This design comes from an exercise in tuning for small area, a short achievable clock period and few clock cycles on the open sky130 flow, not from production work. Where RTL was checked, it was by simulation tests only, not by an equivalence proof against the original. Function not checked in run 1: the RTL went through the layout flow alone. No activity file was given, so power comes from the tool's default toggle rates.

==> design/flow/design.v <==
`default_nettype none
package rv32_pkg;
  localparam int unsigned RegCount = 32;
  typedef enum logic [2:0] {
    ST_DONE    = 3'd0,
    ST_READ    = 3'd1,
    ST_WRITE   = 3'd2,
    ST_ECALL   = 3'd3,
    ST_ILLEGAL = 3'd4,
    ST_FAULT   = 3'd5,
    ST_STRAY   = 3'd6
  } status_e;
  typedef enum logic [2:0] {
    PK_LB  = 3'd0,
    PK_LH  = 3'd1,
    PK_LW  = 3'd2,
    PK_LBU = 3'd3,
    PK_LHU = 3'd4,
    PK_ST  = 3'd5
  } pkind_e;
  localparam logic [0:0] CMD_EXEC = 1'b0;
  localparam logic [6:0] OP_LUI    = 7'h37;
  localparam logic [6:0] OP_AUIPC  = 7'h17;
  localparam logic [6:0] OP_JAL    = 7'h6f;
  localparam logic [6:0] OP_JALR   = 7'h67;
  localparam logic [6:0] OP_BRANCH = 7'h63;
  localparam logic [6:0] OP_LOAD   = 7'h03;
  localparam logic [6:0] OP_STORE  = 7'h23;
  localparam logic [6:0] OP_IMM    = 7'h13;
  localparam logic [6:0] OP_REG    = 7'h33;
  localparam logic [6:0] OP_SYSTEM = 7'h73;
  localparam logic [31:0] INSN_ECALL = 32'h0000_0073;
  typedef enum logic [3:0] {
    AOP_ADD, AOP_SUB, AOP_SLL, AOP_SLT, AOP_SLTU, AOP_XOR,
    AOP_SRL, AOP_SRA, AOP_OR, AOP_AND, AOP_PASSB, AOP_MUL
  } aop_e;
  typedef enum logic [2:0] {
    BR_NONE, BR_EQ, BR_NE, BR_LT, BR_GE, BR_LTU, BR_GEU, BR_ALWAYS
  } br_e;
  typedef struct packed {
    logic [4:0]  rs1;
    logic [4:0]  rs2;
    logic [4:0]  rd;
    logic        wr_en;
    logic        b_imm;       
    logic        a_pc;        
    logic [31:0] imm;
    aop_e        aop;
    logic [2:0]  mfunc;       
    logic        is_div;
    br_e         br;
    logic        jalr;        
    logic        link;        
    logic        load;
    logic        store;
    pkind_e      lkind;
    logic [2:0]  size;
    status_e     st;
    logic        comp;
  } dec_t;
  typedef enum logic [2:0] {
    S_IDLE, S_EXEC, S_MUL, S_DIV, S_DIVFIX, S_OUT
  } state_e;
  typedef struct packed {
    logic take_in;
    logic exec;
    logic mul_go;
    logic div_start;
    logic div_step;
    logic finish;
  } cmd_t;
  typedef struct packed {
    logic is_resp;
    logic is_mul;
    logic is_div;
    logic div_last;
  } sts_t;
  function automatic logic [31:0] sx12(input logic [11:0] v);
    sx12 = {{20{v[11]}}, v};
  endfunction
endpackage
`default_nettype wire
`default_nettype none
import rv32_pkg::*;
module rv32_decode (
  input  logic [31:0]       insn_i,
  output rv32_pkg::dec_t    dec_o
);
  logic [6:0]  op;
  logic [2:0]  f3, cf3;
  logic [6:0]  f7;
  logic [4:0]  crd, rs2c, p1, p2;
  logic [31:0] ci, jo, bo, wo, i4, i16, ilui, lwsp, swsp;
  always_comb begin
    op = insn_i[6:0];
    f3 = insn_i[14:12];
    f7 = insn_i[31:25];
    cf3 = insn_i[15:13];
    crd = insn_i[11:7];
    rs2c = insn_i[6:2];
    p1 = {2'b01, insn_i[9:7]};
    p2 = {2'b01, insn_i[4:2]};
    ci = {{26{insn_i[12]}}, insn_i[12], insn_i[6:2]};
    jo = {{21{insn_i[12]}}, insn_i[8], insn_i[10:9], insn_i[6], insn_i[7], insn_i[2],
          insn_i[11], insn_i[5:3], 1'b0};
    bo = {{24{insn_i[12]}}, insn_i[6:5], insn_i[2], insn_i[11:10], insn_i[4:3], 1'b0};
    wo = {25'd0, insn_i[5], insn_i[12:10], insn_i[6], 2'b00};
    i4 = {22'd0, insn_i[10:7], insn_i[12:11], insn_i[5], insn_i[6], 2'b00};
    i16 = {{23{insn_i[12]}}, insn_i[4:3], insn_i[5], insn_i[2], insn_i[6], 4'd0};
    ilui = {{15{insn_i[12]}}, insn_i[6:2], 12'd0};
    lwsp = {24'd0, insn_i[3:2], insn_i[12], insn_i[6:4], 2'b00};
    swsp = {24'd0, insn_i[8:7], insn_i[12:9], 2'b00};
    dec_o = '0;
    dec_o.aop = AOP_ADD;
    dec_o.br = BR_NONE;
    dec_o.lkind = PK_LB;
    dec_o.st = ST_DONE;
    if (insn_i[1:0] == 2'b11) begin
      dec_o.rs1 = insn_i[19:15];
      dec_o.rs2 = insn_i[24:20];
      dec_o.rd = insn_i[11:7];
      dec_o.imm = {{20{insn_i[31]}}, insn_i[31:20]};
      case (op)
        OP_LUI: begin
          dec_o.wr_en = 1'b1; dec_o.b_imm = 1'b1; dec_o.aop = AOP_PASSB;
          dec_o.imm = {insn_i[31:12], 12'd0};
        end
        OP_AUIPC: begin
          dec_o.wr_en = 1'b1; dec_o.b_imm = 1'b1; dec_o.a_pc = 1'b1;
          dec_o.imm = {insn_i[31:12], 12'd0};
        end
        OP_JAL: begin
          dec_o.link = 1'b1; dec_o.br = BR_ALWAYS;
          dec_o.imm = {{12{insn_i[31]}}, insn_i[19:12], insn_i[20], insn_i[30:21], 1'b0};
        end
        OP_JALR: begin
          if (f3 != 3'd0) dec_o.st = ST_ILLEGAL;
          else begin
            dec_o.link = 1'b1; dec_o.jalr = 1'b1;
          end
        end
        OP_BRANCH: begin
          dec_o.imm = {{20{insn_i[31]}}, insn_i[7], insn_i[30:25], insn_i[11:8], 1'b0};
          case (f3)
            3'd0: dec_o.br = BR_EQ;
            3'd1: dec_o.br = BR_NE;
            3'd4: dec_o.br = BR_LT;
            3'd5: dec_o.br = BR_GE;
            3'd6: dec_o.br = BR_LTU;
            3'd7: dec_o.br = BR_GEU;
            default: dec_o.st = ST_ILLEGAL;
          endcase
        end
        OP_LOAD: begin
          case (f3)
            3'd0: begin dec_o.lkind = PK_LB; dec_o.size = 3'd1; end
            3'd1: begin dec_o.lkind = PK_LH; dec_o.size = 3'd2; end
            3'd2: begin dec_o.lkind = PK_LW; dec_o.size = 3'd4; end
            3'd4: begin dec_o.lkind = PK_LBU; dec_o.size = 3'd1; end
            3'd5: begin dec_o.lkind = PK_LHU; dec_o.size = 3'd2; end
            default: dec_o.st = ST_ILLEGAL;
          endcase
          dec_o.load = (dec_o.st == ST_DONE);
          dec_o.b_imm = 1'b1;
        end
        OP_STORE: begin
          dec_o.imm = {{20{insn_i[31]}}, insn_i[31:25], insn_i[11:7]};
          dec_o.b_imm = 1'b1;
          case (f3)
            3'd0: dec_o.size = 3'd1;
            3'd1: dec_o.size = 3'd2;
            3'd2: dec_o.size = 3'd4;
            default: dec_o.st = ST_ILLEGAL;
          endcase
          dec_o.store = (dec_o.st == ST_DONE);
        end
        OP_IMM: begin
          dec_o.b_imm = 1'b1;
          if ((f3 == 3'd1 && f7 != 7'd0) ||
              (f3 == 3'd5 && f7 != 7'd0 && f7 != 7'h20)) dec_o.st = ST_ILLEGAL;
          else begin
            dec_o.wr_en = 1'b1;
            case (f3)
              3'd0: dec_o.aop = AOP_ADD;
              3'd1: dec_o.aop = AOP_SLL;
              3'd2: dec_o.aop = AOP_SLT;
              3'd3: dec_o.aop = AOP_SLTU;
              3'd4: dec_o.aop = AOP_XOR;
              3'd5: dec_o.aop = f7[5] ? AOP_SRA : AOP_SRL;
              3'd6: dec_o.aop = AOP_OR;
              default: dec_o.aop = AOP_AND;
            endcase
          end
        end
        OP_REG: begin
          dec_o.mfunc = f3;
          if (f7 == 7'h01) begin
            dec_o.wr_en = 1'b1;
            dec_o.aop = AOP_MUL;
            dec_o.is_div = f3[2];
          end else if (f7 == 7'd0 || (f7 == 7'h20 && (f3 == 3'd0 || f3 == 3'd5))) begin
            dec_o.wr_en = 1'b1;
            case (f3)
              3'd0: dec_o.aop = f7[5] ? AOP_SUB : AOP_ADD;
              3'd1: dec_o.aop = AOP_SLL;
              3'd2: dec_o.aop = AOP_SLT;
              3'd3: dec_o.aop = AOP_SLTU;
              3'd4: dec_o.aop = AOP_XOR;
              3'd5: dec_o.aop = f7[5] ? AOP_SRA : AOP_SRL;
              3'd6: dec_o.aop = AOP_OR;
              default: dec_o.aop = AOP_AND;
            endcase
          end else dec_o.st = ST_ILLEGAL;
        end
        OP_SYSTEM: dec_o.st = (insn_i == INSN_ECALL) ? ST_ECALL : ST_ILLEGAL;
        default: dec_o.st = ST_ILLEGAL;
      endcase
    end else begin
      dec_o.comp = 1'b1;
      case (insn_i[1:0])
        2'b00: begin
          case (cf3)
            3'd0: begin
              dec_o.rs1 = 5'd2; dec_o.rd = p2; dec_o.imm = i4; dec_o.b_imm = 1'b1;
              if (i4 == 32'd0) dec_o.st = ST_ILLEGAL; else dec_o.wr_en = 1'b1;
            end
            3'd2: begin
              dec_o.rs1 = p1; dec_o.rd = p2; dec_o.imm = wo; dec_o.b_imm = 1'b1;
              dec_o.load = 1'b1; dec_o.lkind = PK_LW; dec_o.size = 3'd4;
            end
            3'd6: begin
              dec_o.rs1 = p1; dec_o.rs2 = p2; dec_o.imm = wo; dec_o.b_imm = 1'b1;
              dec_o.store = 1'b1; dec_o.size = 3'd4;
            end
            default: dec_o.st = ST_ILLEGAL;
          endcase
        end
        2'b01: begin
          case (cf3)
            3'd0: begin
              dec_o.rs1 = crd; dec_o.rd = crd; dec_o.imm = ci; dec_o.b_imm = 1'b1;
              dec_o.wr_en = 1'b1;
            end
            3'd1: begin
              dec_o.rd = 5'd1; dec_o.link = 1'b1; dec_o.br = BR_ALWAYS; dec_o.imm = jo;
            end
            3'd2: begin
              dec_o.rd = crd; dec_o.imm = ci; dec_o.b_imm = 1'b1; dec_o.aop = AOP_PASSB;
              dec_o.wr_en = 1'b1;
            end
            3'd3: begin
              if (crd == 5'd2) begin
                dec_o.rs1 = 5'd2; dec_o.rd = 5'd2; dec_o.imm = i16; dec_o.b_imm = 1'b1;
                if (i16 == 32'd0) dec_o.st = ST_ILLEGAL; else dec_o.wr_en = 1'b1;
              end else begin
                dec_o.rd = crd; dec_o.imm = ilui; dec_o.b_imm = 1'b1;
                dec_o.aop = AOP_PASSB;
                if (ilui == 32'd0) dec_o.st = ST_ILLEGAL; else dec_o.wr_en = 1'b1;
              end
            end
            3'd4: begin
              dec_o.rs1 = p1; dec_o.rd = p1; dec_o.rs2 = p2;
              case (insn_i[11:10])
                2'd0, 2'd1: begin
                  dec_o.imm = {27'd0, rs2c}; dec_o.b_imm = 1'b1;
                  dec_o.aop = insn_i[10] ? AOP_SRA : AOP_SRL;
                  if (insn_i[12]) dec_o.st = ST_ILLEGAL; else dec_o.wr_en = 1'b1;
                end
                2'd2: begin
                  dec_o.imm = ci; dec_o.b_imm = 1'b1; dec_o.aop = AOP_AND;
                  dec_o.wr_en = 1'b1;
                end
                default: begin
                  case (insn_i[6:5])
                    2'd0: dec_o.aop = AOP_SUB;
                    2'd1: dec_o.aop = AOP_XOR;
                    2'd2: dec_o.aop = AOP_OR;
                    default: dec_o.aop = AOP_AND;
                  endcase
                  if (insn_i[12]) dec_o.st = ST_ILLEGAL; else dec_o.wr_en = 1'b1;
                end
              endcase
            end
            3'd5: begin dec_o.br = BR_ALWAYS; dec_o.imm = jo; end
            3'd6: begin dec_o.rs1 = p1; dec_o.br = BR_EQ; dec_o.imm = bo; end
            default: begin dec_o.rs1 = p1; dec_o.br = BR_NE; dec_o.imm = bo; end
          endcase
        end
        default: begin
          case (cf3)
            3'd0: begin
              dec_o.rs1 = crd; dec_o.rd = crd; dec_o.imm = {27'd0, rs2c};
              dec_o.b_imm = 1'b1; dec_o.aop = AOP_SLL;
              if (crd == 5'd0 || insn_i[12]) dec_o.st = ST_ILLEGAL;
              else dec_o.wr_en = 1'b1;
            end
            3'd2: begin
              dec_o.rs1 = 5'd2; dec_o.rd = crd; dec_o.imm = lwsp; dec_o.b_imm = 1'b1;
              dec_o.lkind = PK_LW; dec_o.size = 3'd4;
              if (crd == 5'd0) dec_o.st = ST_ILLEGAL; else dec_o.load = 1'b1;
            end
            3'd4: begin
              dec_o.rs1 = crd; dec_o.rs2 = rs2c;
              if (rs2c != 5'd0) begin
                dec_o.rd = crd; dec_o.wr_en = 1'b1;
                if (!insn_i[12]) begin
                  dec_o.rs1 = 5'd0;   
                end
              end else if (crd == 5'd0) dec_o.st = ST_ILLEGAL;
              else begin
                dec_o.jalr = 1'b1;
                if (insn_i[12]) begin
                  dec_o.link = 1'b1; dec_o.rd = 5'd1;
                end
              end
            end
            3'd6: begin
              dec_o.rs1 = 5'd2; dec_o.rs2 = rs2c; dec_o.imm = swsp; dec_o.b_imm = 1'b1;
              dec_o.store = 1'b1; dec_o.size = 3'd4;
            end
            default: dec_o.st = ST_ILLEGAL;
          endcase
        end
      endcase
    end
  end
endmodule
`default_nettype wire
`default_nettype none
import rv32_pkg::*;
module rv32_datapath (
  input  logic        clk_i,
  input  logic        rst_ni,
  input  logic        i_valid_i,
  input  logic        i_cmd_i,
  input  logic [31:0] i_data_i,
  input  logic        i_ok_i,
  input  logic [4:0]  i_rs1_i,
  input  logic [4:0]  i_rs2_i,
  output logic        i_adv_o,
  output logic        out_valid_o,
  input  logic        out_ready_i,
  output logic [2:0]  status_o,
  output logic [31:0] access_address_o,
  output logic [2:0]  access_size_o,
  output logic [31:0] write_data_o,
  output logic [31:0] next_pc_o
);
  logic [31:0] rf_q [1:31];
  logic [31:0] rfv_q;
  logic        ex_we;           
  logic [4:0]  ex_wa;
  logic [31:0] ex_wd;
  logic        go;              
  rv32_pkg::dec_t dec;
  rv32_decode u_dec (.insn_i(i_data_i), .dec_o(dec));
  logic [31:0] sel1, sel2;
  logic [31:0] r1, r2, v1, v2, w1, w2;
  logic        e1, e2;
  always_comb begin
    for (int r = 0; r < 32; r++) begin
      sel1[r] = (i_rs1_i == 5'(r)) && rfv_q[r];
      sel2[r] = (i_rs2_i == 5'(r)) && rfv_q[r];
    end
    r1 = '0;
    r2 = '0;
    for (int r = 1; r < 32; r++) begin
      r1 = r1 | ({32{sel1[r]}} & rf_q[r]);
      r2 = r2 | ({32{sel2[r]}} & rf_q[r]);
    end
    e1 = ex_we && ex_wa == i_rs1_i;
    e2 = ex_we && ex_wa == i_rs2_i;
    w1 = (md_wr && mrd_q == i_rs1_i) ? md_res : r1;
    w2 = (md_wr && mrd_q == i_rs2_i) ? md_res : r2;
    v1 = e1 ? ex_wd : w1;
    v2 = e2 ? ex_wd : w2;
  end
  logic        vd_q;
  logic        d_resp, d_ok;
  logic [31:0] d_a, d_b, d_x;
  logic [4:0]  d_rd;
  logic        d_wr;            
  logic        d_md, d_div;     
  logic [2:0]  d_mf;
  logic        d_sub;
  logic [3:0]  d_aop;
  logic [2:0]  d_br;
  logic        d_jalr, d_link, d_apc, d_comp;
  logic        d_mem, d_store, d_load;
  rv32_pkg::pkind_e d_lkind;
  logic [2:0]  d_size;
  logic [2:0]  d_st;
  logic        bsel, xst;
  logic [31:0] bw, xw, sw, se;
  always_comb begin
    bsel = dec.b_imm || dec.jalr;
    xst = !i_cmd_i && dec.store;
    case (dec.size)
      3'd1:    begin sw = {24'd0, w2[7:0]};  se = {24'd0, ex_wd[7:0]};  end
      3'd2:    begin sw = {16'd0, w2[15:0]}; se = {16'd0, ex_wd[15:0]}; end
      default: begin sw = w2;                se = ex_wd;                end
    endcase
    bw = bsel ? dec.imm : w2;
    xw = i_cmd_i ? i_data_i : (dec.store ? sw : dec.imm);
  end
  logic d_en, hold, md_pend, d_mdp;
  function automatic logic hits(input logic [4:0] r, input rv32_pkg::dec_t d);
    hits = r != 5'd0 && (i_rs1_i == r || i_rs2_i == r || d.rd == r);
  endfunction
  always_comb begin
    md_pend = ms_q != M_IDLE && !(ms_q == M_FIN && (md_wr || mrd_q == 5'd0));
    d_mdp = vd_q && d_md;
    hold = !i_cmd_i && (((md_pend || d_mdp) && dec.wr_en && dec.aop == AOP_MUL) ||
                        (md_pend && hits(mrd_q, dec)) || (d_mdp && hits(d_rd, dec)));
  end
  assign d_en = !vd_q || go;
  assign i_adv_o = d_en && !hold;
  always_ff @(posedge clk_i or negedge rst_ni) begin
    if (!rst_ni) vd_q <= 1'b0;
    else if (d_en) vd_q <= i_valid_i && !hold;
  end
  always_ff @(posedge clk_i) begin
    if (d_en) begin
      d_resp  <= i_cmd_i;
      d_ok    <= i_ok_i;
      d_a     <= v1;
      d_b     <= (e2 && !bsel) ? ex_wd : bw;
      d_x     <= (e2 && xst) ? se : xw;
      d_rd    <= dec.rd;
      d_wr    <= !i_cmd_i && (dec.link || (dec.wr_en && dec.aop != AOP_MUL)) && dec.rd != 5'd0;
      d_md    <= !i_cmd_i && dec.wr_en && dec.aop == AOP_MUL;
      d_div   <= dec.is_div;
      d_mf    <= dec.mfunc;
      d_sub   <= dec.aop == AOP_SUB || dec.aop == AOP_SLT || dec.aop == AOP_SLTU ||
                 (dec.br != BR_NONE && dec.br != BR_ALWAYS);
      d_aop   <= dec.aop;
      d_br    <= dec.br;
      d_jalr  <= dec.jalr;
      d_link  <= dec.link;
      d_apc   <= dec.a_pc;
      d_comp  <= dec.comp;
      d_mem   <= dec.st == ST_DONE && (dec.load || dec.store);
      d_store <= dec.store;
      d_load  <= dec.load;
      d_lkind <= dec.lkind;
      d_size  <= dec.size;
      d_st    <= dec.st != ST_DONE ? dec.st : dec.load ? ST_READ : dec.store ? ST_WRITE : ST_DONE;
    end
  end
  logic [31:0] pc_q;
  logic        pend_q;
  logic [4:0]  pdest_q;
  rv32_pkg::pkind_e pkind_q;
  logic [32:0] addr_sum;
  logic [31:0] sum;
  logic        ltu, lt, eq;
  assign addr_sum = {1'b0, d_a} + {1'b0, d_b ^ {32{d_sub}}} + {32'd0, d_sub};
  assign sum = addr_sum[31:0];
  assign ltu = !addr_sum[32];
  assign lt = (d_a[31] != d_b[31]) ? d_a[31] : sum[31];
  assign eq = d_a == d_b;
  logic        shl;
  logic [31:0] sh_in, sh_r, sh_out;
  logic [32:0] sh_ext;
  always_comb begin
    shl = d_aop == AOP_SLL;
    for (int i = 0; i < 32; i++) sh_in[i] = shl ? d_a[31 - i] : d_a[i];
    sh_ext = {d_aop == AOP_SRA && d_a[31], sh_in};
    sh_r = 32'($signed(sh_ext) >>> d_b[4:0]);
    for (int i = 0; i < 32; i++) sh_out[i] = shl ? sh_r[31 - i] : sh_r[i];
  end
  logic [31:0] alu_r;
  always_comb begin
    case (d_aop)
      AOP_SLL, AOP_SRL, AOP_SRA: alu_r = sh_out;
      AOP_SLT:   alu_r = {31'd0, lt};
      AOP_SLTU:  alu_r = {31'd0, ltu};
      AOP_XOR:   alu_r = d_a ^ d_b;
      AOP_OR:    alu_r = d_a | d_b;
      AOP_AND:   alu_r = d_a & d_b;
      AOP_PASSB: alu_r = d_b;
      default:   alu_r = sum;
    endcase
  end
  logic [31:0] tgt, pc_inc, pc_nx;
  logic        take;
  assign tgt = pc_q + d_x;
  assign pc_inc = pc_q + (d_comp ? 32'd2 : 32'd4);
  always_comb begin
    case (d_br)
      BR_EQ:     take = eq;
      BR_NE:     take = !eq;
      BR_LT:     take = lt;
      BR_GE:     take = !lt;
      BR_LTU:    take = ltu;
      BR_GEU:    take = !ltu;
      BR_ALWAYS: take = 1'b1;
      default:   take = 1'b0;
    endcase
    if (d_resp) pc_nx = pc_q;
    else if (d_jalr) pc_nx = {sum[31:1], 1'b0};
    else if (take) pc_nx = tgt;
    else pc_nx = pc_inc;
  end
  logic [31:0] ldv;
  always_comb begin
    case (pkind_q)
      PK_LB:   ldv = {{24{d_x[7]}}, d_x[7:0]};
      PK_LH:   ldv = {{16{d_x[15]}}, d_x[15:0]};
      PK_LBU:  ldv = {24'd0, d_x[7:0]};
      PK_LHU:  ldv = {16'd0, d_x[15:0]};
      default: ldv = d_x;
    endcase
  end
    localparam logic [2:0] M_IDLE = 3'd0, M_MUL = 3'd1, M_NORM = 3'd2, M_DIV = 3'd3,
                         M_FIN = 3'd4, M_NEG = 3'd5, M_CLZ = 3'd6;
  logic [2:0]  ms_q;
  logic [4:0]  mc_q;           
  logic [32:0] p_hi;
  logic [31:0] p_lo;
  logic [32:0] dv_q;           
  logic        qneg_q, rneg_q, bz_q, mdiv_q;
  logic [2:0]  mmf_q;
  logic [4:0]  mrd_q;
  logic [31:0] md_res;
  logic        md_wr, md_start;
  logic [33:0] mc_c;           
  logic        mci_q;          
  logic        msa_q, msb_q;   
  logic [41:0] ops [13];
  logic [41:0] l1 [8];
  logic [41:0] l2 [6];
  logic [41:0] l3 [4];
  logic [41:0] l4s, l4c, l5s, l5c;
  logic [8:0]  mlow;
  logic        mlast;
  logic [32:0] mres;
  function automatic logic [83:0] csa(input logic [41:0] x, input logic [41:0] y,
                                      input logic [41:0] z);
    csa = {x ^ y ^ z, ((x & y) | (x & z) | (y & z)) << 1};
  endfunction
  always_comb begin
    mlast = mc_q == 5'd3;
    for (int j = 0; j < 8; j++) ops[j] = p_lo[j] ? (42'(dv_q[31:0]) << j) : '0;
    ops[8] = {8'd0, p_hi};
    ops[9] = {8'd0, mc_c};
    ops[10] = msa_q ? {2'd0, ~p_lo[7:0], 32'd0} : '0;
    ops[11] = (mlast && msb_q) ? {2'd0, ~dv_q[31:0], 8'd0} : '0;
    ops[12] = mlast ? 42'({msa_q && msb_q, msa_q ^ msb_q}) << 8 : '0;
    for (int k = 0; k < 4; k++) {l1[2*k], l1[2*k+1]} = csa(ops[3*k], ops[3*k+1], ops[3*k+2]);
    for (int k = 0; k < 2; k++) {l2[2*k], l2[2*k+1]} = csa(l1[3*k], l1[3*k+1], l1[3*k+2]);
    {l2[4], l2[5]} = csa(l1[6], l1[7], ops[12]);
    {l3[0], l3[1]} = csa(l2[0], l2[1], l2[2]);
    {l3[2], l3[3]} = csa(l2[3], l2[4], l2[5]);
    {l4s, l4c} = csa(l3[0], l3[1], l3[2]);
    {l5s, l5c} = csa(l4s, l4c, l3[3]);
    mlow = {1'b0, l5s[7:0]} + {1'b0, l5c[7:0]} + {8'd0, mci_q};
    mres = 33'(p_hi) + 33'(mc_c) + {32'd0, mci_q};
  end
  logic [5:0]  lzr, lzd;
  logic signed [6:0] kdiff;
  logic [32:0] dtrial;
  logic [31:0] amag, bmag;
  always_comb begin
    lzr = 6'd32;
    for (int i = 0; i < 32; i++) if (p_hi[i]) lzr = 6'(31 - i);
    lzd = 6'd32;
    for (int i = 0; i < 32; i++) if (dv_q[i]) lzd = 6'(31 - i);
    kdiff = $signed({1'b0, lzd}) - $signed({1'b0, lzr});
    dtrial = {1'b0, p_hi[31:0]} - {1'b0, dv_q[31:0]};
    amag = (!mmf_q[0] && p_hi[31]) ? -p_hi[31:0] : p_hi[31:0];
    bmag = (!mmf_q[0] && dv_q[31]) ? -dv_q[31:0] : dv_q[31:0];
  end
  assign md_start = d_en && i_valid_i && !hold && !i_cmd_i && dec.wr_en && dec.aop == AOP_MUL;
  always_ff @(posedge clk_i or negedge rst_ni) begin
    if (!rst_ni) begin
      ms_q <= M_IDLE;
    end else begin
      case (ms_q)
        M_IDLE:  if (md_start) ms_q <= dec.is_div ? M_NEG : M_MUL;
        M_NEG:   ms_q <= M_CLZ;
        M_CLZ:   ms_q <= (bz_q || kdiff[6]) ? M_FIN : M_NORM;
        M_MUL:   if (mlast) ms_q <= M_FIN;
        M_NORM:  ms_q <= M_DIV;
        M_DIV:   if (mc_q == 5'd0) ms_q <= M_FIN;
        M_FIN:   if (md_start) ms_q <= dec.is_div ? M_NEG : M_MUL;
                 else if (md_wr || mrd_q == 5'd0) ms_q <= M_IDLE;
        default: ms_q <= M_IDLE;
      endcase
    end
  end
  always_ff @(posedge clk_i) begin
    if (md_start) begin
      mc_q <= '0;
      mc_c <= '0;
      mci_q <= 1'b0;
      msa_q <= (dec.mfunc == 3'd1 || dec.mfunc == 3'd2) && v1[31];
      msb_q <= dec.mfunc == 3'd1 && v2[31];
      mdiv_q <= dec.is_div;
      mmf_q <= dec.mfunc;
      mrd_q <= dec.rd;
      p_hi <= {1'b0, dec.is_div ? v1 : 32'd0};
      p_lo <= v2;
      dv_q <= {1'b0, dec.is_div ? v2 : v1};
    end else case (ms_q)
      M_NEG: begin
        p_hi <= {1'b0, amag};
        p_lo <= '0;
        dv_q <= {1'b0, bmag};
        bz_q <= dv_q[31:0] == 32'd0;
        qneg_q <= !mmf_q[0] && (p_hi[31] ^ dv_q[31]);
        rneg_q <= !mmf_q[0] && p_hi[31];
      end
      M_MUL: begin
        mc_q <= mc_q + 5'd1;
        p_hi <= l5s[40:8];
        mc_c <= l5c[41:8];
        mci_q <= mlow[8];
        p_lo <= {mlow[7:0], p_lo[31:8]};
      end
      M_CLZ: mc_q <= kdiff[4:0];
      M_NORM: dv_q <= {1'b0, dv_q[31:0] << mc_q};
      M_DIV: begin
        mc_q <= mc_q - 5'd1;
        if (!dtrial[32]) p_hi <= {1'b0, dtrial[31:0]};
        p_lo <= {p_lo[30:0], !dtrial[32]};
        dv_q <= {2'b0, dv_q[31:1]};
      end
      default: ;
    endcase
  end
  always_comb begin
    if (!mdiv_q) md_res = (mmf_q == 3'd0) ? p_lo : mres[31:0];
    else if (mmf_q[1]) md_res = rneg_q ? -p_hi[31:0] : p_hi[31:0];
    else if (bz_q) md_res = 32'hffff_ffff;
    else md_res = qneg_q ? -p_lo : p_lo;
  end
  logic vo_q, vt_q;
  logic resp_wr;
  assign resp_wr = pend_q && d_ok && pkind_q != PK_ST && pdest_q != 5'd0;
  assign go = vd_q && !vt_q;
  assign md_wr = ms_q == M_FIN && mrd_q != 5'd0 && !ex_we;
  always_comb begin
    if (d_resp) begin
      ex_we = resp_wr;
      ex_wa = pdest_q;
      ex_wd = ldv;
    end else begin
      ex_we = d_wr;
      ex_wa = d_rd;
      if (d_link) ex_wd = pc_inc;
      else if (d_apc) ex_wd = tgt;
      else ex_wd = alu_r;
    end
    ex_we = ex_we && vd_q;
  end
  logic [31:0] rf_wd;
  assign rf_wd = md_wr ? md_res : ex_wd;
  always_ff @(posedge clk_i) begin
    for (int r = 1; r < 32; r++)
      if ((go && ex_we && ex_wa == 5'(r)) || (md_wr && mrd_q == 5'(r))) rf_q[r] <= rf_wd;
  end
  always_ff @(posedge clk_i or negedge rst_ni) begin
    if (!rst_ni) begin
      rfv_q <= '0;
      pc_q <= '0;
      pend_q <= 1'b0;
      pdest_q <= '0;
      pkind_q <= PK_LB;
      vo_q <= 1'b0;
      vt_q <= 1'b0;
    end else begin
      for (int r = 1; r < 32; r++)
        if ((go && ex_we && ex_wa == 5'(r)) || (md_wr && mrd_q == 5'(r))) rfv_q[r] <= 1'b1;
      if (go) begin
        pc_q <= pc_nx;
        if (d_resp) pend_q <= 1'b0;
        else begin
          pend_q <= d_mem;
          pdest_q <= d_load ? d_rd : 5'd0;
          pkind_q <= d_load ? d_lkind : PK_ST;
        end
      end
      if (!vo_q || out_ready_i) vo_q <= vt_q || go;
      if (vt_q) vt_q <= !out_ready_i;
      else vt_q <= go && vo_q && !out_ready_i;
    end
  end
  logic [2:0]  o_st, o_sz, t_st, t_sz, n_st, n_sz;
  logic [31:0] o_ad, o_wd, o_pc, t_ad, t_wd, t_pc, n_ad, n_wd;
  always_comb begin
    if (d_resp) begin
      n_st = !pend_q ? ST_STRAY : (!d_ok ? ST_FAULT : ST_DONE);
      n_ad = '0; n_sz = '0; n_wd = '0;
    end else begin
      n_st = d_st;
      n_ad = d_mem ? sum : 32'd0;
      n_sz = d_mem ? d_size : 3'd0;
      n_wd = (d_mem && d_store) ? d_x : 32'd0;
    end
  end
  always_ff @(posedge clk_i) begin
    if (!vo_q || out_ready_i) begin
      if (vt_q) begin
        o_st <= t_st; o_ad <= t_ad; o_sz <= t_sz; o_wd <= t_wd; o_pc <= t_pc;
      end else begin
        o_st <= n_st; o_ad <= n_ad; o_sz <= n_sz; o_wd <= n_wd; o_pc <= pc_nx;
      end
    end
    if (!vt_q) begin
      t_st <= n_st; t_ad <= n_ad; t_sz <= n_sz; t_wd <= n_wd; t_pc <= pc_nx;
    end
  end
  assign out_valid_o = vo_q;
  assign status_o = o_st;
  assign access_address_o = o_ad;
  assign access_size_o = o_sz;
  assign write_data_o = o_wd;
  assign next_pc_o = o_pc;
endmodule
`default_nettype wire
`default_nettype none
import rv32_pkg::*;
module rv32_ctrl (
  input  logic        clk_i,
  input  logic        rst_ni,
  input  logic        in_valid_i,
  output logic        in_ready_o,
  input  logic        cmd_i,
  input  logic [31:0] instruction_i,
  input  logic [31:0] read_data_i,
  input  logic        access_ok_i,
  output logic        i_valid_o,
  output logic        i_cmd_o,
  output logic [31:0] i_data_o,
  output logic        i_ok_o,
  output logic [4:0]  i_rs1_o,     
  output logic [4:0]  i_rs2_o,
  input  logic        i_adv_i      
);
  logic        vi_q, vs_q;
  logic        ic_q, sc_q, io_q, so_q;
  logic [31:0] id_q, sd_q;
  logic        accept, take;
  logic [31:0] nd, hd;
  logic [4:0]  r1_q, r2_q;
  rv32_pkg::dec_t hdec;
  assign hd = vs_q ? sd_q : nd;
  rv32_decode u_pdec (.insn_i(hd), .dec_o(hdec));
  assign in_ready_o = !vs_q;
  assign accept = in_valid_i && !vs_q;
  assign nd = cmd_i ? read_data_i : instruction_i;
  assign take = !vi_q || i_adv_i;
  always_ff @(posedge clk_i or negedge rst_ni) begin
    if (!rst_ni) begin
      vi_q <= 1'b0;
      vs_q <= 1'b0;
    end else begin
      if (take) begin
        vi_q <= vs_q || accept;
        vs_q <= 1'b0;
      end else if (accept) begin
        vs_q <= 1'b1;
      end
    end
  end
  always_ff @(posedge clk_i) begin
    if (take) begin
      r1_q <= hdec.rs1;
      r2_q <= hdec.rs2;
      if (vs_q) begin
        ic_q <= sc_q; id_q <= sd_q; io_q <= so_q;
      end else begin
        ic_q <= cmd_i; id_q <= nd; io_q <= access_ok_i;
      end
    end
    if (!vs_q) begin
      sc_q <= cmd_i; sd_q <= nd; so_q <= access_ok_i;
    end
  end
  assign i_valid_o = vi_q;
  assign i_cmd_o = ic_q;
  assign i_data_o = id_q;
  assign i_ok_o = io_q;
  assign i_rs1_o = r1_q;
  assign i_rs2_o = r2_q;
endmodule
`default_nettype wire
`default_nettype none
import rv32_pkg::*;
module rv32imc_instruction_execute (
  input  logic        clk_i,
  input  logic        rst_ni,
  input  logic        in_valid_i,
  output logic        in_ready_o,
  input  logic        cmd_i,
  input  logic [31:0] instruction_i,
  input  logic [31:0] read_data_i,
  input  logic        access_ok_i,
  output logic        out_valid_o,
  input  logic        out_ready_i,
  output logic [2:0]  status_o,
  output logic [31:0] access_address_o,
  output logic [2:0]  access_size_o,
  output logic [31:0] write_data_o,
  output logic [31:0] next_pc_o
);
  logic        i_valid, i_cmd, i_ok, i_adv;
  logic [31:0] i_data;
  logic [4:0]  i_rs1, i_rs2;
  rv32_ctrl u_ctrl (
    .clk_i, .rst_ni, .in_valid_i, .in_ready_o, .cmd_i, .instruction_i,
    .read_data_i, .access_ok_i, .i_valid_o(i_valid), .i_cmd_o(i_cmd),
    .i_data_o(i_data), .i_ok_o(i_ok), .i_rs1_o(i_rs1), .i_rs2_o(i_rs2),
    .i_adv_i(i_adv)
  );
  rv32_datapath u_dp (
    .clk_i, .rst_ni, .i_valid_i(i_valid), .i_cmd_i(i_cmd), .i_data_i(i_data),
    .i_ok_i(i_ok), .i_rs1_i(i_rs1), .i_rs2_i(i_rs2), .i_adv_o(i_adv), .out_valid_o, .out_ready_i, .status_o,
    .access_address_o, .access_size_o, .write_data_o, .next_pc_o
  );
endmodule
`default_nettype wire
==> design/flow/flow/run.sh <==
#!/bin/bash
set -euo pipefail
bash standard.sh SETUP_SLACK_MARGIN=9 finish > std_flow.log 2>&1
==> design/flow/standard.sh <==
#!/bin/bash
# synth_recipe.tcl (not shown) runs the flow's synth.tcl, then flattens the netlist and writes it again
# the make line also repeats each setting of config.mk as NAME=value (left out here)
make -C /OpenROAD-flow-scripts/flow DESIGN_CONFIG=/design/flow/config.mk WORK_HOME=/design/flow/orfs CLKGATE_MAP_FILE= SYNTH_SCRIPT=/design/flow/synth_recipe.tcl "${@:-finish}"
==> design/flow/config.mk <==
export PLATFORM = sky130hd
export DESIGN_NAME = rv32imc_instruction_execute
export DESIGN_NICKNAME = rv32imc_instruction_execute
export VERILOG_FILES = /design/flow/design.v
export SDC_FILE = /design/flow/constraint.sdc
export NUM_CORES = 4
export LEC_CHECK = 0
export ABC_CLOCK_PERIOD_IN_PS = 4000
export CAP_MARGIN = 20
export CORE_MARGIN = 2
export CORE_UTILIZATION = 45
export PLACE_DENSITY = 0.6
export SLEW_MARGIN = 20
export TNS_END_PERCENT = 100
==> design/flow/constraint.sdc <==
create_clock -name core_clock -period 13.0 [get_ports {clk_i}]
set_input_delay 2.6000 -clock core_clock [delete_from_list [all_inputs] [get_ports {clk_i}]]
set_output_delay 2.6000 -clock core_clock [all_outputs]
set_load 0.01 [all_outputs]
==> impl_metrics.json, run 1 <==
{
  "report.final.slew_viol_count": 0,
  "grt_max_degree": 79,
  "synth.top_cells.by_area": "edfxtp_1 40%, a22oi_1 6.1%, fa_1 5.7%",
  "cts_buffer_depth": 3,
  "ys_ff_latch": 1634,
  "clock-sinks": 1634,
  "cp-start-kind": "flip-flop",
  "overflow": 0,
  "syn_area_per_cell_um2": 10.4,
  "dr_wl_met3_um": 91400,
  "critPathTopFamily": "adder cells",
  "routabilityCongestion": 1.04,
  "cpPeakStageDelay_ns": 0.59,
  "yosysTopAreaCell": "edfxtp_1",
  "path_common_cell": "fa_1",
  "final_hold_viol_count": 0,
  "fmax_mhz": 206,
  "ant_nets": 0,
  "grt_pass1_vias": 94130,
  "ff2ff_setup_slack_ns": 8.14,
  "dp_cells": 12623,
  "period_share": 0.374,
  "skew_ns": 0.0817,
  "numPortBuffers": 173,
  "synth_nets": 10534,
  "die_w_um": 481,
  "synthArstFlopShare": 0.0490,
  "drc_errors": 0,
  "crit_path_end_kind": "flip-flop",
  "dieArea_um2": 231000,
  "cap_violations": 0,
  "routed_wl_um": 582000,
  "viasPerCell": 7.39,
  "layout_common_cells": "1377 x edfxtp_1, 878 x nand2_1, 814 x a22oi_1, 670 x buf_4, 478 x nor2_1",
  "largest_reg_flops": 992,
  "synth_area_um2": 102000,
  "antenna_found_initial": 36,
  "htreeDepth": 4,
  "max_slew.worst_pin.slew_ns": 1.28,
  "dp_hpwl_um": 373000,
  "cts_made_buffers": 176,
  "reg_top3": "u_dp.rf_q (992), u_dp.mc_c (34), u_dp.p_hi (33)",
  "die_y_um": 481,
  "slowest_stage": "fa_1",
  "finalCriticalPeriod_ns": 4.86,
  "grt_pass1_wl_um": 778000,
  "ir_drop_mv": 0.173,
  "min_path_type": "reg -> reg",
  "core_um2": 225000,
  "powerDensity_nw_per_um2": 243,
  "drive_above_1_share": 0.263,
  "ys.flop_type": "edfxtp_1",
  "synth.distinct_cells": 100,
  "drt-met1-wl_um": 200000,
  "rsz0062_at_grt": "yes",
  "setup_viol": 0,
  "drt_iter0_drc": 19667,
  "syn_inst": 9860,
  "routed.top_layer": "met5",
  "fin_tns_setup_ns": 0,
  "critPathArrivalTime_ns": 5.46,
  "final_nets": 11285,
  "path_buf_inv": 4,
  "initial_utilization": 0.454,
  "via_count": 101815,
  "ys_seq_area_frac": 0.459,
  "tritoncts": "yes",
  "synth_edf_count": 1377,
  "layout_commonest_cell": "edfxtp_1",
  "instances_no_fill": 13778,
  "pin_count": 174,
  "worstPathMaxFanout": 9,
  "status": "timing/DRC/antenna clean",
  "ctsHoldBuffers": 0,
  "synth_warnings": 8,
  "path_cells": "buf_6 -> buf_4 -> buf_4 -> nand2_1 -> fa_1 -> fa_1 -> fa_1 -> fa_1 -> inv_1 -> fa_1 -> ha_1 -> xor2_1 -> nand2_1 -> o21ai_1 -> o22ai_1",
  "power.leakage_nw": 49.7,
  "slew_headroom": 0.148,
  "rows": 174,
  "synth.top_cell.area_share": 0.405,
  "detail_route.wl_per_cell_um": 42.3,
  "critPathKind": "reg -> reg",
  "area_delta_synth_final_pct": 27.9,
  "registers.top_by_ff_count": "u_dp.rf_q",
  "cts_root_buffer": "clkbuf_16",
  "clk_pin_slew_ns": 0.07,
  "grtUsageTotal": 0.484,
  "wl_met2_um": 235000,
  "clk-insertion-delay-late_ns": 0.91,
  "critPathRequiredTime_ns": 13.60,
  "first_pass_iters": 14
}
==> synthesized netlist by cell type, types with 26 or more instances <==
cell type	instances
xor2_1	107
nor4_1	96
o41ai_1	28
buf_1	113
nand2b_1	49
fa_1	292
o21ai_0	434
a22o_1	137
o2111ai_1	28
or4_1	41
a21oi_1	477
mux2i_1	174
and2_1	109
and3_1	135
or2_2	59
a21o_1	93
mux4_2	55
a222oi_1	83
ha_1	312
nor3_1	194
clkbuf_1	615
dfxtp_1	177
nor2b_1	41
nand3_1	271
edfxtp_1	1377
nand4_1	111
nor2_1	550
dfrtp_1	80
xnor2_1	168
a221o_1	27
o31ai_1	85
mux2_2	26
nand2_1	914
or3_1	60
o21a_1	51
o211ai_1	71
a211oi_1	91
a221oi_1	98
o22ai_1	113
a31oi_1	96
inv_1	529
a22oi_1	825
==> report_power, final <==
part	internal [mW]	switching, mW	total (mW)
logic	6.91	11.0	17.9
clock network	2.93	2.37	5.30
registers	7.53	0.981	8.51
total	17.4	14.4	31.8
==> cell families after synthesis <==
group                      count (synthesis)  synth area share
AOI/OAI and AO/OA                       3048             0.210
xor gates and xnor gates                 275            0.0236
adders and majority gates                604            0.0954
buffers and inverters                   1282            0.0474
DFF                                     1634             0.459
muxes                                    266            0.0348
and+or+nand+nor                         2751             0.130
==> metal layers <==
| metal | vias to the layer above | GRT usage |
|---|---|---|
| met5 | - | 0.00414 |
| met4 | 42 | 0.333 |
| met2 | 9832 | 0.687 |
| li1 | 39286 | - |
| met1 | 49698 | 0.599 |
| met3 | 2957 | 0.194 |
==> worst register-to-register path, stage by stage, from the launching register on <==
cell and delay, ns:
edfxtp_1 0.44, buf_6 0.12, buf_4 0.12, buf_4 0.21, nand2_1 0.10, fa_1 0.59
fa_1 0.47, fa_1 0.48, fa_1 0.51, inv_1 0.06, fa_1 0.44, ha_1 0.39
xor2_1 0.35, nand2_1 0.10, o21ai_1 0.10, o22ai_1 0.09
==> timing repair <==
| item | 4_1_cts | 5_1_grt |
|---|---|---|
| resized for setup | 1713 | 630 |
| cloned | 54 | 31 |
| setup endpoints to repair | 2550 | 1699 |
| setup buffers | 513 | 204 |
| pin swaps | 329 | 329 |
==> area by class of cell <==
class | count | area, µm²
tap | 2992 | 3740
sequential | 1634 | 46900
multi-input combinational | 6976 | 58700
fill | 18943 | 94600
timing repair buffer | 1277 | 13000
timing repair inverter | 3 | 33.8
clock buffer | 225 | 4720
inverter | 543 | 2180
antenna | 28 | 70.1
clock inverter | 100 | 1250
==> per-stage QoR <==
step / setup WS [ns] / power, mW / util / hold WS [ns] / area [µm²]
2_1_floorplan: 8.60 / 14.2 / - / 0.400 / 103000
3_3_place_gp: 6.32 / 20.0 / 0.482 / 0.435 / 109000
3_5_place_dp: 6.19 / 20.0 / 0.482 / 0.437 / 109000
4_1_cts: 8.19 / 29.0 / 0.557 / 0.444 / 126000
5_1_grt: 8.06 / 32.2 / 0.580 / 0.464 / 131000
6_report: 8.14 / 31.8 / 0.580 / 0.437 / 131000
==> worst paths after layout <==
path,startpoint,to,depth (start not counted)
worst min register to register,u_ctrl.io_q,u_dp.d_ok,0
worst max register to register,u_dp.p_lo[0],u_dp.p_lo[31],15
max in group asynchronous,rst_ni,u_dp.vt_q,2
worst max-delay path,u_dp.p_lo[0],u_dp.p_lo[31],15
min in group asynchronous,rst_ni,u_dp.rfv_q[6],1
worst min-delay path,u_ctrl.io_q,u_dp.d_ok,0
==> run 2, diff against run 1 <==
--- a/design/flow/design.v
+++ b/design/flow/design.v
@@ -404,14 +404,22 @@
     xw = i_cmd_i ? i_data_i : (dec.store ? sw : dec.imm);
   end
   logic d_en, hold, md_pend, d_mdp;
+  logic        mqv_q, mqdiv_q;
+  logic [31:0] mqa_q, mqb_q;
+  logic [4:0]  mqrd_q;
+  logic [2:0]  mqmf_q;
   function automatic logic hits(input logic [4:0] r, input rv32_pkg::dec_t d);
-    hits = r != 5'd0 && (i_rs1_i == r || i_rs2_i == r || d.rd == r);
+    hits = r != 5'd0 &&
+           ((i_rs1_i == r && !(d.aop == AOP_PASSB || d.a_pc || d.br == BR_ALWAYS)) ||
+            (i_rs2_i == r && ((!d.b_imm && !d.jalr) || d.store)) ||
+            (d.rd == r && (d.wr_en || d.link || d.load)));
   endfunction
   always_comb begin
     md_pend = ms_q != M_IDLE && !(ms_q == M_FIN && (md_wr || mrd_q == 5'd0));
     d_mdp = vd_q && d_md;
-    hold = !i_cmd_i && (((md_pend || d_mdp) && dec.wr_en && dec.aop == AOP_MUL) ||
-                        (md_pend && hits(mrd_q, dec)) || (d_mdp && hits(d_rd, dec)));
+    hold = !i_cmd_i && ((md_pend && mqv_q && dec.wr_en && dec.aop == AOP_MUL) ||
+                        (md_pend && hits(mrd_q, dec)) || (mqv_q && hits(mqrd_q, dec)) ||
+                        (d_mdp && hits(d_rd, dec)));
   end
   assign d_en = !vd_q || go;
   assign i_adv_o = d_en && !hold;
@@ -560,6 +568,8 @@
   logic [5:0]  lzr, lzd;
   logic signed [6:0] kdiff;
   logic [32:0] dtrial;
+  logic [31:0] asmear;
+  logic        dlt;
   logic [31:0] amag, bmag;
   always_comb begin
     lzr = 6'd32;
@@ -568,22 +578,51 @@
     for (int i = 0; i < 32; i++) if (dv_q[i]) lzd = 6'(31 - i);
     kdiff = $signed({1'b0, lzd}) - $signed({1'b0, lzr});
     dtrial = {1'b0, p_hi[31:0]} - {1'b0, dv_q[31:0]};
+    for (int i = 0; i < 32; i++) asmear[i] = |(p_hi[31:0] >> i);
+    dlt = |(dv_q[31:0] & ~asmear);
     amag = (!mmf_q[0] && p_hi[31]) ? -p_hi[31:0] : p_hi[31:0];
     bmag = (!mmf_q[0] && dv_q[31]) ? -dv_q[31:0] : dv_q[31:0];
   end
-  assign md_start = d_en && i_valid_i && !hold && !i_cmd_i && dec.wr_en && dec.aop == AOP_MUL;
+  logic [2:0]  md_first;
+  logic        m_in, m_enq, s_div;
+  logic [31:0] s_a, s_b;
+  logic [4:0]  s_rd;
+  logic [2:0]  s_mf;
+  assign m_in = d_en && i_valid_i && !hold && !i_cmd_i && dec.wr_en && dec.aop == AOP_MUL;
+  assign md_start = !md_pend && (mqv_q || m_in);
+  assign m_enq = m_in && (md_pend || mqv_q);
+  assign s_a = mqv_q ? mqa_q : v1;
+  assign s_b = mqv_q ? mqb_q : v2;
+  assign s_rd = mqv_q ? mqrd_q : dec.rd;
+  assign s_mf = mqv_q ? mqmf_q : dec.mfunc;
+  assign s_div = mqv_q ? mqdiv_q : dec.is_div;
+  assign md_first = !s_div ? M_MUL : (!s_mf[0] && (s_a[31] || s_b[31])) ? M_NEG : M_CLZ;
+  always_ff @(posedge clk_i or negedge rst_ni) begin
+    if (!rst_ni) mqv_q <= 1'b0;
+    else if (md_start && mqv_q) mqv_q <= m_enq;
+    else if (m_enq) mqv_q <= 1'b1;
+  end
+  always_ff @(posedge clk_i) begin
+    if (m_enq) begin
+      mqa_q <= v1;
+      mqb_q <= v2;
+      mqrd_q <= dec.rd;
+      mqmf_q <= dec.mfunc;
+      mqdiv_q <= dec.is_div;
+    end
+  end
   always_ff @(posedge clk_i or negedge rst_ni) begin
     if (!rst_ni) begin
       ms_q <= M_IDLE;
     end else begin
       case (ms_q)
-        M_IDLE:  if (md_start) ms_q <= dec.is_div ? M_NEG : M_MUL;
+        M_IDLE:  if (md_start) ms_q <= md_first;
         M_NEG:   ms_q <= M_CLZ;
-        M_CLZ:   ms_q <= (bz_q || kdiff[6]) ? M_FIN : M_NORM;
+        M_CLZ:   ms_q <= (dv_q[31:0] == 32'd0 || dlt) ? M_FIN : M_NORM;
         M_MUL:   if (mlast) ms_q <= M_FIN;
         M_NORM:  ms_q <= M_DIV;
         M_DIV:   if (mc_q == 5'd0) ms_q <= M_FIN;
-        M_FIN:   if (md_start) ms_q <= dec.is_div ? M_NEG : M_MUL;
+        M_FIN:   if (md_start) ms_q <= md_first;
                  else if (md_wr || mrd_q == 5'd0) ms_q <= M_IDLE;
         default: ms_q <= M_IDLE;
       endcase
@@ -594,22 +633,20 @@
       mc_q <= '0;
       mc_c <= '0;
       mci_q <= 1'b0;
-      msa_q <= (dec.mfunc == 3'd1 || dec.mfunc == 3'd2) && v1[31];
-      msb_q <= dec.mfunc == 3'd1 && v2[31];
-      mdiv_q <= dec.is_div;
-      mmf_q <= dec.mfunc;
-      mrd_q <= dec.rd;
-      p_hi <= {1'b0, dec.is_div ? v1 : 32'd0};
-      p_lo <= v2;
-      dv_q <= {1'b0, dec.is_div ? v2 : v1};
+      msa_q <= (s_mf == 3'd1 || s_mf == 3'd2) && s_a[31];
+      msb_q <= s_mf == 3'd1 && s_b[31];
+      mdiv_q <= s_div;
+      mmf_q <= s_mf;
+      mrd_q <= s_rd;
+      p_hi <= {1'b0, s_div ? s_a : 32'd0};
+      p_lo <= s_div ? 32'd0 : s_b;
+      dv_q <= {1'b0, s_div ? s_b : s_a};
+      qneg_q <= !s_mf[0] && (s_a[31] ^ s_b[31]);
+      rneg_q <= !s_mf[0] && s_a[31];
     end else case (ms_q)
       M_NEG: begin
         p_hi <= {1'b0, amag};
-        p_lo <= '0;
         dv_q <= {1'b0, bmag};
-        bz_q <= dv_q[31:0] == 32'd0;
-        qneg_q <= !mmf_q[0] && (p_hi[31] ^ dv_q[31]);
-        rneg_q <= !mmf_q[0] && p_hi[31];
       end
       M_MUL: begin
         mc_q <= mc_q + 5'd1;
@@ -618,7 +655,10 @@
         mci_q <= mlow[8];
         p_lo <= {mlow[7:0], p_lo[31:8]};
       end
-      M_CLZ: mc_q <= kdiff[4:0];
+      M_CLZ: begin
+        mc_q <= kdiff[4:0];
+        bz_q <= dv_q[31:0] == 32'd0;
+      end
       M_NORM: dv_q <= {1'b0, dv_q[31:0] << mc_q};
       M_DIV: begin
         mc_q <= mc_q - 5'd1;
@@ -635,10 +675,10 @@
     else if (bz_q) md_res = 32'hffff_ffff;
     else md_res = qneg_q ? -p_lo : p_lo;
   end
-  logic vo_q, vt_q;
+  logic vo_q;
   logic resp_wr;
   assign resp_wr = pend_q && d_ok && pkind_q != PK_ST && pdest_q != 5'd0;
-  assign go = vd_q && !vt_q;
+  assign go = vd_q && (!vo_q || out_ready_i);
   assign md_wr = ms_q == M_FIN && mrd_q != 5'd0 && !ex_we;
   always_comb begin
     if (d_resp) begin
@@ -668,7 +708,6 @@
       pdest_q <= '0;
       pkind_q <= PK_LB;
       vo_q <= 1'b0;
-      vt_q <= 1'b0;
     end else begin
       for (int r = 1; r < 32; r++)
         if ((go && ex_we && ex_wa == 5'(r)) || (md_wr && mrd_q == 5'(r))) rfv_q[r] <= 1'b1;
@@ -681,34 +720,24 @@
           pkind_q <= d_load ? d_lkind : PK_ST;
         end
       end
-      if (!vo_q || out_ready_i) vo_q <= vt_q || go;
-      if (vt_q) vt_q <= !out_ready_i;
-      else vt_q <= go && vo_q && !out_ready_i;
-    end
-  end
-  logic [2:0]  o_st, o_sz, t_st, t_sz, n_st, n_sz;
-  logic [31:0] o_ad, o_wd, o_pc, t_ad, t_wd, t_pc, n_ad, n_wd;
-  always_comb begin
-    if (d_resp) begin
-      n_st = !pend_q ? ST_STRAY : (!d_ok ? ST_FAULT : ST_DONE);
-      n_ad = '0; n_sz = '0; n_wd = '0;
-    end else begin
-      n_st = d_st;
-      n_ad = d_mem ? sum : 32'd0;
-      n_sz = d_mem ? d_size : 3'd0;
-      n_wd = (d_mem && d_store) ? d_x : 32'd0;
+      if (go) vo_q <= 1'b1;
+      else if (out_ready_i) vo_q <= 1'b0;
     end
   end
+  logic [2:0]  o_st, o_sz;
+  logic [31:0] o_ad, o_wd, o_pc;
   always_ff @(posedge clk_i) begin
-    if (!vo_q || out_ready_i) begin
-      if (vt_q) begin
-        o_st <= t_st; o_ad <= t_ad; o_sz <= t_sz; o_wd <= t_wd; o_pc <= t_pc;
+    if (go) begin
+      if (d_resp) begin
+        o_st <= !pend_q ? ST_STRAY : (!d_ok ? ST_FAULT : ST_DONE);
+        o_ad <= '0; o_sz <= '0; o_wd <= '0;
       end else begin
-        o_st <= n_st; o_ad <= n_ad; o_sz <= n_sz; o_wd <= n_wd; o_pc <= pc_nx;
+        o_st <= d_st;
+        o_ad <= d_mem ? sum : 32'd0;
+        o_sz <= d_mem ? d_size : 3'd0;
+        o_wd <= (d_mem && d_store) ? d_x : 32'd0;
       end
-    end
-    if (!vt_q) begin
-      t_st <= n_st; t_ad <= n_ad; t_sz <= n_sz; t_wd <= n_wd; t_pc <= pc_nx;
+      o_pc <= pc_nx;
     end
   end
   assign out_valid_o = vo_q;
==> design/flow/flow/run.sh (replaced) <==
#!/bin/bash
set -euo pipefail
bash standard.sh SETUP_SLACK_MARGIN=8.5 finish > std_flow.log 2>&1
--- a/design/flow/config.mk
+++ b/design/flow/config.mk
@@ -5,7 +5,7 @@
 export SDC_FILE = /design/flow/constraint.sdc
 export NUM_CORES = 4
 export LEC_CHECK = 0
-export ABC_CLOCK_PERIOD_IN_PS = 4000
+export ABC_AREA = 1
 export CAP_MARGIN = 20
 export CORE_MARGIN = 2
 export CORE_UTILIZATION = 45
==> run 2 against run 1 <==
Against the previous run: area after synthesis rose by 2.8%; still clean; critical path type unchanged; clock skew rose by 0.032 ns; die area up 2.8%; highest routed layer unchanged; largest power group unchanged; critical endpoint is now u_dp.p_lo[31]; critical path depth is 4 higher; worst setup slack better by 0.025 ns; final cell count grew 18%; clock power down 2%; combinational power increased by 61%; via count rose by 5.3%.
==> impl_metrics.json, run 2 <==
{
  "grt_max_degree": 98,
  "ant_nets": 0,
  "cts_made_buffers": 177,
  "tritoncts": "yes",
  "critPathArrivalTime_ns": 5.45,
  "via_count": 107211,
  "largest_reg_flops": 992,
  "cap_violations": 0,
  "critPathKind": "reg -> reg",
  "fin_area_um2": 126000,
  "cts_buffer_depth": 3,
  "netlist_top_cells_count": "3082 x nand2_1, 1702 x inv_1, 1450 x edfxtp_1",
  "initial_utilization": 0.452,
  "reg_top3": "u_dp.rf_q (992), u_dp.mc_c (34), u_dp.p_hi (33)",
  "cp-startpoint": "u_dp.p_lo[0]",
  "synth.most_common_cell": "nand2_1",
  "routed_wl_um": 582000,
  "layout_setup_ws_ns": 8.16,
  "synth.distinct_cells": 73,
  "rr_worst_depth": 19,
  "grt_pass1_vias": 98271,
  "report.final.slew_viol_count": 0,
  "drc_errors": 0,
  "synth_area_um2": 105000,
  "drt_iter0_drc": 17792,
  "finalCriticalPeriod_ns": 4.84,
  "worstPathMaxFanout": 5,
  "crit_path_end_kind": "flip-flop",
  "period_share": 0.372,
  "detail_route.wl_per_cell_um": 35.9,
  "synth.top_cells.by_area": "edfxtp_1 41%, nand2_1 11%, inv_1 6.1%",
  "ff2ff_setup_slack_ns": 8.16,
  "final_nets": 13653,
  "pin_count": 174,
  "layout_common_cells": "2964 x nand2_1, 1643 x inv_1, 1450 x edfxtp_1, 774 x nand3_1, 730 x nor2_1",
  "critPathRequiredTime_ns": 13.61,
  "dpl_worst_slack_ns": 6.76,
  "setup_viol": 0,
  "clk-insertion-delay-late_ns": 0.96,
  "dp_hpwl_um": 412000,
  "die_w_um": 487,
  "clock-sinks": 1605,
  "rows": 177,
  "status": "timing/DRC/antenna clean",
  "drive_above_1_share": 0.138,
  "power.leakage_nw": 52.4,
  "max_slew.worst_pin.slew_ns": 1.32,
  "first_pass_iters": 8,
  "min_path_type": "reg -> reg",
  "synth_nets": 13178,
  "path_common_cell": "fa_1",
  "skew_ns": 0.114,
  "cts_root_buffer": "clkbuf_16",
  "grt_pass1_wl_um": 785000,
  "synth_warnings": 8,
  "cp-start-kind": "flip-flop",
  "grtUsageTotal": 0.473,
  "rsz0062_at_grt": "yes",
  "path_cells": "buf_12 -> buf_6 -> buf_6 -> buf_8 -> nand2_1 -> fa_1 -> fa_1 -> fa_1 -> inv_1 -> fa_1 -> ha_1 -> ha_1 -> o21ai_1 -> nand2_1 -> or2_4 -> nand3_4 -> o21ai_4 -> nand2_1 -> o21ai_1",
  "ys_ff_latch": 1605,
  "layout_commonest_cell": "nand2_1",
  "final_hold_viol_count": 0,
  "fmax_mhz": 207,
  "viasPerCell": 6.62,
  "total_power_mw": 43.2,
  "fin_tns_setup_ns": 0,
  "antenna_found_initial": 45,
  "worstReg2RegStart": "u_dp.p_lo[0]",
  "cpPeakStageDelay_ns": 0.53,
  "yosysTopAreaCell": "edfxtp_1",
  "r2r_end": "u_dp.p_lo[31]",
  "ys_seq_area_frac": 0.448,
  "slew_headroom": 0.112,
  "ys.flop_type": "edfxtp_1",
  "registers.top_by_ff_count": "u_dp.rf_q",
  "placed_area_um2": 112000,
  "area_delta_synth_final_pct": 19.6,
  "die_y_um": 487,
  "numPortBuffers": 173,
  "dieArea_um2": 237000,
  "synth_edf_count": 1450,
  "core_um2": 233000,
  "ir_drop_mv": 0.250,
  "syn_area_per_cell_um2": 8.41,
  "powerDensity_nw_per_um2": 343,
  "synthArstFlopShare": 0.0498,
  "clk_pin_slew_ns": 0.06,
  "overflow": 0,
  "htreeDepth": 4,
  "routabilityCongestion": 1.08,
  "slowest_stage": "fa_1",
  "ctsHoldBuffers": 0,
  "syn_inst": 12503,
  "synth.top_cell.area_share": 0.414,
  "crit_end": "u_dp.p_lo[31]"
}
## run 2: cell types whose count changed in the layout (fill, tap and decap cells not counted), sizes merged, moves of 109 or more
cell and change:
a22o -109, a22oi -815, and3 -133, buf -526, inv +1179, mux2i -157
nand2 +2185, nand3 +639, nor2 +238, o21ai +412, o22ai +145, xnor2 -134
## run 2: through the flow
step	cells	utilization	hold slack (ns)
5_1_grt	16172	0.540	0.444
6_report	16203	0.541	0.423
4_1_cts	15979	0.524	0.424
3_3_place_gp	15494	0.483	0.411
2_1_floorplan	12503	-	0.400
3_5_place_dp	15497	0.484	0.410
## run 2: worst min path at each step
stage / startpoint / depth (start not counted) / end
2_1_floorplan: u_ctrl.io_q / 0 / u_dp.d_ok
3_3_place_gp: u_ctrl.io_q / 0 / u_dp.d_ok
3_5_place_dp: u_ctrl.io_q / 0 / u_dp.d_ok
4_1_cts: u_ctrl.io_q / 0 / u_dp.d_ok
5_1_grt: u_ctrl.io_q / 0 / u_dp.d_ok
6_report: u_ctrl.io_q / 0 / u_dp.d_ok
## run 2: per-layer routing
metal / up-vias / track usage / wire (µm)
met5: - / 0 / 419
met4: 44 / 0.352 / 53800
met3: 2458 / 0.161 / 81500
met2: 8931 / 0.678 / 239000
met1: 51846 / 0.590 / 207000
li1: 43932 / - / -
## run 2: cell type report
type                       count  area [µm²]
antenna                       34        85.1
tap                         3043        3810
clock buffer                 214        4660
inverter                    1756        6760
fill                       21394      107000
sequential                  1605       47100
timing repair inverter         1        7.51
timing repair buffer         851        8780
multi-input combinational   8586       53300
clock inverter               113        1210
## run 2: critical path, delay by kind of cell, from the launching register on
kind                     cells  cell delay, ns
buffers and inverters        5            0.63
AND/OR/NAND/NOR              5            0.57
flip-flops                   1            0.50
adder cells (fa/ha/maj)      6            2.60
AO/OA/AOI/OAI                3            0.28
## run 2: power by group
group	leakage, nW	switching [mW]	internal [mW]
clock	2.84	2.34	2.83
sequential	15.0	1.01	8.21
combinational	34.6	20.3	8.50
total	52.4	23.6	19.5
## run 2: cells by family after synthesis
group | count (synthesis) | share of synthesized area
buf+inv | 2326 | 0.0840
flops | 1605 | 0.448
mux | 18 | 0.00171
fa+ha+maj | 605 | 0.0929
simple gates | 5354 | 0.216
compound gates | 2419 | 0.143
xor+xnor | 176 | 0.0147
## run 2: repair_timing
action                      CTS  global route
buffers inserted            132           176
gates resized for setup     482           531
cloned                       23            12
pin swaps                    62           149
setup endpoints to repair  2679          2136
Testbench counts of run 2, summed over its fixed seeds: cycles 26,888.

[afterwards: timing with drivers on the ports]
The flow's constraints put no driver on any port. The routed layouts listed below were extracted and timed again, unchanged, in two steps. Step 1 (the two cells are an assumption about what drives the block):
set clk [get_ports {clk_i}]
set_driving_cell -lib_cell sky130_fd_sc_hd__clkbuf_16 $clk
set_driving_cell -lib_cell sky130_fd_sc_hd__buf_2 [delete_from_list [all_inputs] $clk]
Step 2 moves the port delays by t, midway between the first and last clock arrival at a register: inputs arrive t later, outputs are due t later. That takes back most of the time a late clock gives input paths. Three values: ideal, step 1, step 2; two values: the first two.
| run | t (ns) | setup slack, ns | worst setup path after step 2 | clock arrival spread, ns | slew at the worst register clock pin (ns) |
|---|---|---|---|---|---|
| run 1 | 0.969 | 8.136 / 8.136 / 8.136 | register to register | 0.084 / 0.084 | 0.08 / 0.08 |
| run 2 | 0.994 | 8.161 / 8.161 / 7.682 | input to register | 0.118 / 0.117 | 0.07 / 0.07 |
After both steps setup and hold are still met in every run listed. The setup slack of run 2, which loses most, moves by 0.000 ns with the drivers and by -0.479 ns with both steps.
